Background: an optimization exercise with open tools, aiming at small area. Do not read the settings as production practice. Function was checked by simulation only, so behaviour that the tests miss may differ from the original. Power figures rest on the tool's default switching activity, not on a simulated workload.

==> design/flow/design.v <==
module ram_burst_ctrl #(
  parameter int DATA_W = 32,
  parameter int ADDR_W = 9,
  parameter int BURST  = 16
) (
  input  logic                       clk,
  input  logic                       rst,
  input  logic                       cmd_valid,
  output logic                       cmd_ready,
  input  logic                       cmd_we,
  input  logic [ADDR_W-1:0]          cmd_addr,
  input  logic [5:0]                 cmd_len,
  input  logic                       wr_valid,
  output logic                       wr_ready,
  input  logic [DATA_W-1:0]          wr_data,
  output logic                       rd_valid,
  input  logic                       rd_ready,
  output logic [DATA_W-1:0]          rd_data,
  output logic                       rd_last,
  output logic                       busy,
  output logic                       done,
  output logic                       err,
  output logic                       ram_we,
  output logic [ADDR_W-1:0]          ram_addr,
  output logic [$clog2(BURST)-1:0]   ram_cnt,
  output logic [DATA_W*BURST-1:0]    ram_wdata,
  input  logic [DATA_W*BURST-1:0]    ram_rdata
);
  localparam int CNT_W = $clog2(BURST);
  localparam int CW    = CNT_W + 1;
  localparam logic [2:0] S_IDLE   = 3'd0;
  localparam logic [2:0] S_WFILL  = 3'd1;
  localparam logic [2:0] S_WBURST = 3'd2;
  localparam logic [2:0] S_RISSUE = 3'd3;
  localparam logic [2:0] S_RWAIT  = 3'd4;
  localparam logic [2:0] S_RDRAIN = 3'd5;
  logic [2:0]        r_state;
  logic [ADDR_W:0]   r_cur_addr;
  logic [6:0]        r_remaining;
  logic [CNT_W-1:0]  r_idx;
  logic              r_ram_we;
  logic [ADDR_W-1:0] r_ram_addr;
  logic [CNT_W-1:0]  r_ram_cnt;
  logic              r_done;
  logic              r_err;
  logic [DATA_W-1:0] r_buf       [BURST];
  logic [DATA_W-1:0] r_ram_wdata [BURST];
  logic [DATA_W-1:0] w_rdata [BURST];
  logic [CW-1:0]     w_chunk, w_next_chunk, w_cmd_chunk;
  logic [CW-1:0]     w_inrange, w_next_inrange, w_cmd_inrange;
  logic [ADDR_W:0]   w_next_addr;
  logic [6:0]        w_next_rem, w_cmd_rem;
  logic              w_cmd_oor;
  logic              w_chunk_end;
  logic              w_wr_hs, w_wr_last;
  localparam logic [6:0]    BURST_7  = BURST;
  localparam logic [CW-1:0] BURST_CW = BURST;
  function automatic logic [CW-1:0] f_chunk(input logic [6:0] rem);
    f_chunk = (rem > BURST_7) ? BURST_CW : rem[CW-1:0];
  endfunction
  function automatic logic [CNT_W-1:0] f_cnt(input logic [CW-1:0] n);
    logic [CW-1:0] m;
    m = n - 1'b1;
    f_cnt = (n == '0) ? '0 : m[CNT_W-1:0];
  endfunction
  assign w_cmd_rem    = {1'b0, cmd_len} + 7'd1;
  assign w_cmd_chunk  = f_chunk(w_cmd_rem);
  assign w_chunk      = f_chunk(r_remaining);
  assign w_next_addr  = r_cur_addr + {{(ADDR_W+1-CW){1'b0}}, w_chunk};
  assign w_next_rem   = r_remaining - {{(7-CW){1'b0}}, w_chunk};
  assign w_next_chunk = f_chunk(w_next_rem);
  localparam logic [ADDR_W:0] DEPTH = {1'b1, {ADDR_W{1'b0}}};
  function automatic logic [CW-1:0] f_inrange(input logic [ADDR_W:0] addr, input logic [CW-1:0] chunk);
    logic [ADDR_W:0] room;
    room = DEPTH - addr;
    if (addr >= DEPTH) f_inrange = '0;
    else if (room < {{(ADDR_W+1-CW){1'b0}}, chunk}) f_inrange = room[CW-1:0];
    else f_inrange = chunk;
  endfunction
  assign w_inrange      = f_inrange(r_cur_addr, w_chunk);
  assign w_next_inrange = f_inrange(w_next_addr, w_next_chunk);
  assign w_cmd_inrange  = f_inrange({1'b0, cmd_addr}, w_cmd_chunk);
  assign w_cmd_oor      = (({1'b0, cmd_addr} + {{(ADDR_W+1-6){1'b0}}, cmd_len}) > (DEPTH - 1'b1));
  assign w_chunk_end = ({1'b0, r_idx} == w_chunk - 1'b1);
  assign w_wr_hs     = (r_state == S_WFILL) && wr_valid;
  assign w_wr_last   = w_wr_hs && w_chunk_end;
  generate
    for (genvar gi = 0; gi < BURST; gi++) begin : g_word
      localparam logic [CNT_W-1:0] GI_IDX = gi;
      localparam logic [CW-1:0]    GI_CW  = gi;
      assign w_rdata[gi] = ram_rdata[gi*DATA_W +: DATA_W];
      assign ram_wdata[gi*DATA_W +: DATA_W] = r_ram_wdata[gi];
      always_ff @(posedge clk) begin
        if (rst) begin
          r_buf[gi]       <= '0;
          r_ram_wdata[gi] <= '0;
        end else begin
          if (w_wr_hs && (r_idx == GI_IDX))
            r_buf[gi] <= wr_data;
          else if (r_state == S_RWAIT)
            r_buf[gi] <= (GI_CW < w_inrange) ? w_rdata[gi] : '0;
          if (w_wr_last)
            r_ram_wdata[gi] <= (r_idx == GI_IDX) ? wr_data : r_buf[gi];
        end
      end
    end
  endgenerate
  always_ff @(posedge clk) begin
    if (rst) begin
      r_state     <= S_IDLE;
      r_cur_addr  <= '0;
      r_remaining <= '0;
      r_idx       <= '0;
      r_ram_we    <= 1'b0;
      r_ram_addr  <= '0;
      r_ram_cnt   <= '0;
      r_done      <= 1'b0;
      r_err       <= 1'b0;
    end else begin
      r_done   <= 1'b0;
      r_ram_we <= 1'b0;
      case (r_state)
        S_IDLE: begin
          if (cmd_valid) begin
            r_cur_addr  <= {1'b0, cmd_addr};
            r_remaining <= w_cmd_rem;
            r_idx       <= '0;
            r_err       <= w_cmd_oor;
            if (cmd_we) begin
              r_state <= S_WFILL;
            end else begin
              r_state    <= S_RISSUE;
              r_ram_addr <= cmd_addr;
              r_ram_cnt  <= f_cnt(w_cmd_inrange);
            end
          end
        end
        S_WFILL: begin
          if (w_wr_last) begin
            r_state    <= S_WBURST;
            r_ram_we   <= (w_inrange != '0);
            r_ram_addr <= r_cur_addr[ADDR_W-1:0];
            r_ram_cnt  <= f_cnt(w_inrange);
            r_idx      <= '0;
          end else if (w_wr_hs) begin
            r_idx <= r_idx + 1'b1;
          end
        end
        S_WBURST: begin
          r_cur_addr  <= w_next_addr;
          r_remaining <= w_next_rem;
          if (w_next_rem != '0) begin
            r_state <= S_WFILL;
          end else begin
            r_state <= S_IDLE;
            r_done  <= 1'b1;
          end
        end
        S_RISSUE: r_state <= S_RWAIT;
        S_RWAIT: begin
          r_state <= S_RDRAIN;
          r_idx   <= '0;
        end
        S_RDRAIN: begin
          if (rd_ready) begin
            if (w_chunk_end) begin
              r_idx       <= '0;
              r_cur_addr  <= w_next_addr;
              r_remaining <= w_next_rem;
              if (w_next_rem != '0) begin
                r_state    <= S_RISSUE;
                r_ram_addr <= w_next_addr[ADDR_W-1:0];
                r_ram_cnt  <= f_cnt(w_next_inrange);
              end else begin
                r_state <= S_IDLE;
                r_done  <= 1'b1;
              end
            end else begin
              r_idx <= r_idx + 1'b1;
            end
          end
        end
        default: r_state <= S_IDLE;
      endcase
    end
  end
  assign cmd_ready = (r_state == S_IDLE);
  assign busy      = (r_state != S_IDLE);
  assign wr_ready  = (r_state == S_WFILL);
  assign rd_valid  = (r_state == S_RDRAIN);
  assign rd_data   = r_buf[r_idx];
  assign rd_last   = (r_state == S_RDRAIN) && w_chunk_end && (r_remaining == {{(7-CW){1'b0}}, w_chunk});
  assign done      = r_done;
  assign err       = r_err;
  assign ram_we    = r_ram_we;
  assign ram_addr  = r_ram_addr;
  assign ram_cnt   = r_ram_cnt;
endmodule
==> design/flow/run.sh <==
#!/bin/bash
# synth_recipe.tcl (not shown) runs the flow's synth.tcl, then flattens the netlist and writes it again
# the make line also repeats each setting of config.mk as NAME=value (left out here)
make -C /OpenROAD-flow-scripts/flow DESIGN_CONFIG=/design/flow/config.mk WORK_HOME=/design/flow/orfs CLKGATE_MAP_FILE= SYNTH_SCRIPT=/design/flow/synth_recipe.tcl finish
==> design/flow/config.mk <==
export PLATFORM = sky130hd
export DESIGN_NAME = ram_burst_ctrl
export DESIGN_NICKNAME = ram_burst_ctrl
export VERILOG_FILES = /design/flow/design.v
export SDC_FILE = /design/flow/constraint.sdc
export NUM_CORES = 4
export LEC_CHECK = 0
export CAP_MARGIN = 40
export CORE_AREA = 4 4 416 416
export DIE_AREA = 0 0 420 420
export SLEW_MARGIN = 40
==> design/flow/constraint.sdc <==
create_clock -name core_clock -period 7.0 [get_ports {clk}]
set_input_delay 1.4000 -clock core_clock [delete_from_list [all_inputs] [get_ports {clk}]]
set_output_delay 1.4000 -clock core_clock [all_outputs]
set_load 0.01 [all_outputs]
==> summary.txt <==
Timing
  – Worst Max-Slew Pin Slew: between 1 and 1.5 ns
  – Final Skew: ~0.053 ns
  – Fin. max-slew vios: 0
  – Setup violators final: 0
  – Slew HR: 32.0%
  – Fin Setup TNS: 0 ns
  – Max frequency: 149 MHz
  – Crit path time final: between 6 and 7 ns
  – RSZ-0062 raised after global routing: no
  – Final Cycle Share: between 90 and 100%
  – Count of final hold-check violations: 0

Logic synthesis
  – Cell area after synthesis: 50100 µm²
  – Top FF cell, synth: dfxtp_1
  – Syn Area/Cell: 7.67 µm²
  – Largest area contributor in the netlist: dfxtp_1
  – Post-synthesis mux area share: 2.98%
  – Synth Instances: approximately 6500
  – Post-synth top area share: 42.5%
  – Flops & latches, synth: between 1000 and 1500
  – Syn nets: roughly 7100
  – Synth async-reset ratio: 0%
  – Synth Area in Compound Gates: a little under a quarter
  – Number of flops mapped to enable cells by yosys: 0
  – Ys Warns: 4
  – Most common cell in the netlist: nand2_1
  – Most frequent cells after synthesis: nand2_1 (1357), dfxtp_1 (1064), nor2_1 (830), clkbuf_1 (640), a311oi_1 (391)
  – Combinational family with the most area after synthesis: simple AND/OR/NAND/NOR gates
  – Sequential-to-total area share from yosys stat: about 43%
  – Ranking of synthesized cells by area: dfxtp_1 (43%), nand2_1 (10%), a311oi_1 (6.8%)
  – Adder-Cell Fraction of Synth Area: 0.964%
  – Post-Synth XOR/XNOR Area: less than 1%
  – Synth Area in Simple Gates: between 20% and 30%
  – Library cells used by synthesis: 80

GRT
  – First-pass GRT wire length: between 400 and 500 mm
  – Gr ovfl total: 0
  – GRT Total Usage: 40.9%
  – Initial antenna violation count: 110
  – Number of global-route vias before repair: 54300
  – Maximum number of pins on one net before global-route repair: 183

Drt
  – Initial DRC count: 9680
  – DR vias/cell: 6.32
  – DRT Wirelength: 381 mm
  – DR DRC count: 0
  – ANT nets after route: 0
  – Post-DR wirelength/cell: between 30 and 40 µm
  – Via count: 60500
  – DR pass1 iterations: 6

Setup path
  – Startpoint types: register
  – CP delay by family, top: simple AND/OR/NAND/NOR gates
  – Arr. time, crit path: roughly 5.3 ns
  – Reg2reg start: r_remaining[4]
  – Critical Path RT: approximately 5.6 ns
  – Crit-path slowest cell: dfxtp_1
  – Endpoint type of the worst setup path: output port
  – FF-to-FF End: r_ram_cnt[2]
  – Worst-path cell chain: nor2b_1 > and2_2 > buf_4 > a221oi_1 > clkbuf_2 > and3_1 > a41oi_1 > clkdlybuf4s50_1
  – Crit path buffers/inverters: 3
  – FF-to-FF setup slack: 1.03 ns
  – Crit-path max FO: 22
  – Reg2reg path depth: 23
  – Setup CP Type: register to output port
  – Slowest stage delay, CP: ~0.86 ns

Min path
  – Hold depth: 2
  – Hold EP: r_ram_addr[2]
  – Worst min-delay path class: register to register
  – Min-delay src: r_ram_addr[2]

Cells and area
  – Ratio of cells with drive above 1 in the final layout: under 10%
  – Nets: between 7000 and 8000
  – Synth-to-Final Area Change: 34.0%
  – Post-layout util: about 40%

CTS
  – CTS buffer count: 120
  – Worst-case clock buffer depth: 3
  – Root Driver: clkbuf_16
  – H-Tree Level Count: 3
  – Sink Count: around 1100
  – CTS tree: built
  – Number of gates resized after cts: 0
  – Clock latency at the later pin of the worst-skew pair: 0.81 ns
  – Clock-pin slew on the worst setup and hold paths: ~0.06 ns
  – Number of buffers added for setup after CTS: 0
  – CTS Hold Bufs: 0

Placement
  – Port buffer count: 1129
  – DPL Wire Length: ~280 mm
  – GPL Wtd Cong: around 1

Floorplanning
  – Top Ports: 1130
  – Initial Util: about 30%
  – Die span in x: roughly 420 µm
  – Die Y: 420 µm
  – CORE AREA: between 150000 and 200000 µm²
  – Die ar.: approximately 180000 µm²
  – # rows: 150

Job
  – Maxcap violations: 0

Outcome
  – Status: no timing/DRC/antenna violations

Power
  – Leak pwr: between 20 and 25 nW
  – Power Density: 227 nW/µm²
  – Worst IR Drop VDD: 0.200 mV
==> kinds of logic after synthesis <==
family	Yosys count
AOI/OAI and AO/OA	1607
xor gates and xnor gates	27
adders and majority gates	38
buffers and inverters	752
DFF	1064
muxes	148
other	1
and+or+nand+nor	2899
==> cell type report <==
cell class	count	area [µm²]
clock inverters	44	652
diodes	76	190
inverters	34	129
clock buffers	168	3410
repair buffers	1263	12600
fillers	17000	101000
well taps	2204	2760
multi-input cells	4720	26200
flip-flops and latches	1064	21300
==> metal layers <==
metal | vias up | global-route usage [%] | part of all wire, %
met4 | 28 | 33.2 | 9.6
met1 | 29700 | 50.2 | 37
met3 | 1174 | 11.7 | 11
met2 | 4597 | 59.4 | 42
met5 | - | 0 | 0.066
li1 | 25000 | - | -
==> cells in the final DEF, fill, tap and decap left out, types with 141 or more instances in the layout <==
master,synthesis,layout
clkdlybuf4s50_1,0,1096
nor2_1,830,825
nand3_1,298,297
a21oi_1,270,269
a311oi_1,391,391
mux2i_1,142,141
nor3_1,213,211
nand2_1,1357,1352
dfxtp_1,1064,1064
a31oi_1,241,241
==> per-stage QoR <==
step | hold WS [ns] | setup WS [ns] | power (mW) | cells | instance area, µm²
2_1_floorplan | 0.466 | 2.12 | 7.29 | 6536 | 50100
3_3_place_gp | 0.460 | 1.32 | 8.56 | 9271 | 62600
3_5_place_dp | 0.457 | 1.25 | 8.57 | 9281 | 62800
4_1_cts | 0.473 | 0.434 | 15.2 | 9493 | 66900
5_1_grt | 0.494 | 0.202 | 15.5 | 9540 | 67100
6_report | 0.472 | 0.274 | 15.2 | 9573 | 67200
==> registers in the layout, indices dropped and copies added (netlist names) <==
name and count:
r_buf 512, r_cur_addr 10, r_done 1, r_err 1, r_idx 4, r_ram_addr 9, r_ram_cnt 4, r_ram_wdata 512
r_ram_we 1, r_remaining 7, r_state 3
==> power breakdown <==
part           switching (mW)  internal, mW
clock                    2.88          3.84
combinational            1.44         0.740
sequential              0.205          6.14
==> worst min-delay path: stages (launching register included) <==
cell,delay (ns)
dfxtp_1,0.31
nand2_1,0.05
a21oi_1,0.06
==> how the worst max path moves through the flow <==
stage / from / endpoint / cells past startpoint
floorplan: r_remaining[6] / r_ram_cnt[2] / 26
global placement: r_remaining[4] / r_ram_cnt[2] / 23
detailed placement: r_remaining[4] / r_ram_cnt[2] / 23
CTS: r_idx[3] / rd_data[21] / 7
global route: r_idx[3] / rd_data[21] / 8
finish: r_idx[3] / rd_data[21] / 8

==> static timing again, ports no longer ideal <==
How much do the figures lean on ideal ports? The routed layout below was timed once more, with nothing changed but the port constraints. Step 1: set_driving_cell puts a clkbuf_16 on clk and a buf_2 on each other input, an assumption about the parent block. Step 2, shift: input delay + t, output delay - t, t = (earliest + latest rising clock arrival at the registers) / 2. This alone moves slack from input paths to output paths. a / b / c = ideal ports / drivers / drivers and shift; a / b = the first two.
shift t [ns]: 0.867
slack for setup (ns): 0.274 / 0.186 / 1.029
worst hold slack (ns): 0.472 / 0.472 / 0.472
worst data-port slew with drivers (ns): 0.28
After both steps setup and hold are still met in this run. The setup slack of this run moves by -0.088 ns with the drivers and by +0.755 ns with both steps.
